Context: an optimization exercise on an open-source flow, tuned for small area, a short achievable clock period and few clock cycles. The choices shown serve that exercise and are no tape-out recipe. Only simulation tests tie the RTL to the original design; equivalence was not proved.

## north
## rpn_stack_evaluator
module rpn_stack_evaluator (
	input  logic                           clk,
	input  logic                           arst_n,
	input  logic                           s_tvalid,
	output logic                           s_tready,
	input  logic [rse_pkg::SYM_W-1:0]      s_tdata,    
	input  logic                           s_tlast,
	output logic                           m_tvalid,
	input  logic                           m_tready,
	output logic [rse_pkg::WORD_W-1:0]     m_tdata,    
	output logic                           m_tuser     
);
export LEC_CHECK = 0
export CAP_MARGIN = 20
export CORE_MARGIN = 2
export CORE_UTILIZATION = 40
export CTS_CLUSTER_DIAMETER = 100
export CTS_CLUSTER_SIZE = 25
export SLEW_MARGIN = 20
create_clock -name core_clock -period 10.0 [get_ports {clk}]
standard.sh (not shown) runs the stock make flow with config.mk's settings and CLKGATE_MAP_FILE= SYNTH_SCRIPT=/design/flow/synth_recipe.tcl, a recipe that flattens the netlist after the stock synthesis.
==> flow/flow/run.sh <==
#!/bin/bash
set -euo pipefail
bash standard.sh SETUP_SLACK_MARGIN=6 finish > flow_make.log 2>&1
Testbench counts of north, summed over its fixed seeds: cycles 45,572.
Relative to north, the following input files were edited for south:
Settings: setting TNS_END_PERCENT to 5 for the first time.
- The cell count after placement on south is in line with that on north.
- The maximum achievable frequency number comes out lower for north vs south.
- Taking north as 1.0, south lands at 0.856 on non-clock buffer count.
- Looking at count of clock-net buffers in the final layout, south sits below north.
- Diff north -> south: area of all placed cells without fillers fell 1100 sq um.
Setup changes, south to east
Settings: TNS_END_PERCENT removed (was 5); SETUP_SLACK_MARGIN newly set to 5; CTS_CLUSTER_SIZE changed from 25 to 28.
==> flow/run.sh (new file) <==
#!/bin/bash
# synth_recipe.tcl (not shown) runs the flow's synth.tcl, then flattens the netlist and writes it again
# the make line also repeats each setting of config.mk as NAME=value (left out here)
make -C /OpenROAD-flow-scripts/flow DESIGN_CONFIG=/design/flow/config.mk WORK_HOME=/design/flow/orfs CLKGATE_MAP_FILE= SYNTH_SCRIPT=/design/flow/synth_recipe.tcl finish
removed: flow/flow/run.sh
removed: flow/standard.sh
==> comparison <==
east ends up with lower final-layout worst hold slack than south does.
Endpoint of the worst setup timing path: m_tdata[20]$_DFFE_PN0P_ -> south, wm[24]$_DFF_P_ -> east
When east is set beside south, its design area turns out to be about 4% smaller.
Across both runs, sequential cell area share was higher for east than for south.
Looking at number of antenna violations at the first check in global routing, east sits 2 above south.
Routability congestion estimate: higher on south
From south to east the numbers moved as follows: total number of multi-input combinational cells shows no meaningful change; final cycle utilization of the critical path saw an increase.

Starting RTL as in the previous note.
clock: 10.0 ns
lec_check: 0
cap_margin: 20
core_margin: 2
core_utilization: 40
cts_cluster_diameter: 100
cts_cluster_size: 28
slew_margin: 20
tns_end_percent: 5
==> flow/flow/run.sh <==
#!/bin/bash
set -euo pipefail
bash standard.sh SETUP_SLACK_MARGIN=6 finish > flow_make.log 2>&1
Testbench counts at the start, summed over its fixed seeds: cycles 45,572.
Rerun with:
==> flow/flow/run.sh (replaced) <==
#!/bin/bash
set -euo pipefail
bash standard.sh SETUP_SLACK_MARGIN=6.5 finish > flow_make.log 2>&1
CTS_CLUSTER_SIZE = 25   (was 28)
Result:
- routed wire length came out higher by 0.70%
- cell area grows by 1.1%
- first-iteration DRC count climbs by 15%
- register-to-register slack gets worse by 0.05 ns
- non-clock buffer count is higher by 35
- count of clock-buffer cells in the layout goes up by 17

run A:
rpn_stack_evaluator again, from the RTL that the note above started with.
Settings: LEC_CHECK=0, CAP_MARGIN=20, CORE_MARGIN=2, CORE_UTILIZATION=40, CTS_CLUSTER_DIAMETER=100, CTS_CLUSTER_SIZE=25, SLEW_MARGIN=20, TNS_END_PERCENT=5; clock period 10.0 ns.
==> flow/flow/run.sh <==
#!/bin/bash
set -euo pipefail
bash standard.sh SETUP_SLACK_MARGIN=5.75 finish > flow_make.log 2>&1
Testbench counts of run A, summed over its fixed seeds: cycles 45,572.
Changes in run B relative to run A:
- an added PLACE_DENSITY of 0.7
==> flow/flow/run.sh <==
#!/bin/bash
set -euo pipefail
bash standard.sh SETUP_SLACK_MARGIN=6 finish > flow_make.log 2>&1
[summary]
- Run B against run A: count of clock-buffer cells in the layout level, sequential share of layout area now smaller.
- Run B supports a higher top clock frequency than run A.
For run C, these inputs were changed with respect to run B:
- changing PLACE_DENSITY from 0.7 to 0.5
Results
Compared with run B, in run C minimum hold slack went down by 0.016 ns, final standard cell area without fillers was more or less identical, wire length went up by about 4%. | total cell area at the placement stage | run C vs run B | ≈ equal |. | worst setup slack | run C vs run B | 0.17 ns lower |. Measured against each other, run B and run C differ in critical path depth, the higher figure coming from run B. ~same final cell utilization of the core in run B and run C. Global-route usage: higher on run C. Flop-to-flop setup slack: run C worse than run B. Taking run B as the reference, in run C number of buffers added by the clock tree synthesis step higher; area share of buffers outside the clock network closely matched the old numbers.

[static timing again, ports no longer ideal]
The results above use ideal ports. As a check the final layouts listed here were re-extracted and re-timed, cells and wires unchanged.
Step 1 (the two cells are an assumption about what drives the block):
set clk [get_ports {clk}]
set_driving_cell -lib_cell sky130_fd_sc_hd__clkbuf_16 $clk
set_driving_cell -lib_cell sky130_fd_sc_hd__buf_2 [delete_from_list [all_inputs] $clk]
Step 2 also shifts input and output timing later by t, the mid clock arrival at the registers, as if the neighbouring blocks saw the same clock.
a / b / c = no drivers / after step 1 / after step 2; a / b = the first two.
run	shift t [ns]	setup slack, ns	slew at the worst register clock pin (ns)
north	0.824	5.807 / 5.807 / 5.807	0.11 / 0.11
south	0.855	5.829 / 5.829 / 5.829	0.11 / 0.11
east	0.835	5.239 / 5.239 / 5.239	0.11 / 0.11
the first run of note 2	0.836	5.740 / 5.740 / 5.740	0.11 / 0.11
the second run of note 2	0.843	5.693 / 5.693 / 5.693	0.11 / 0.11
run A	0.854	5.675 / 5.675 / 5.675	0.11 / 0.11
run B	0.819	5.803 / 5.803 / 5.803	0.11 / 0.11
run C	0.878	5.637 / 5.637 / 5.637	0.11 / 0.11
After both steps setup and hold are still met in every run listed.
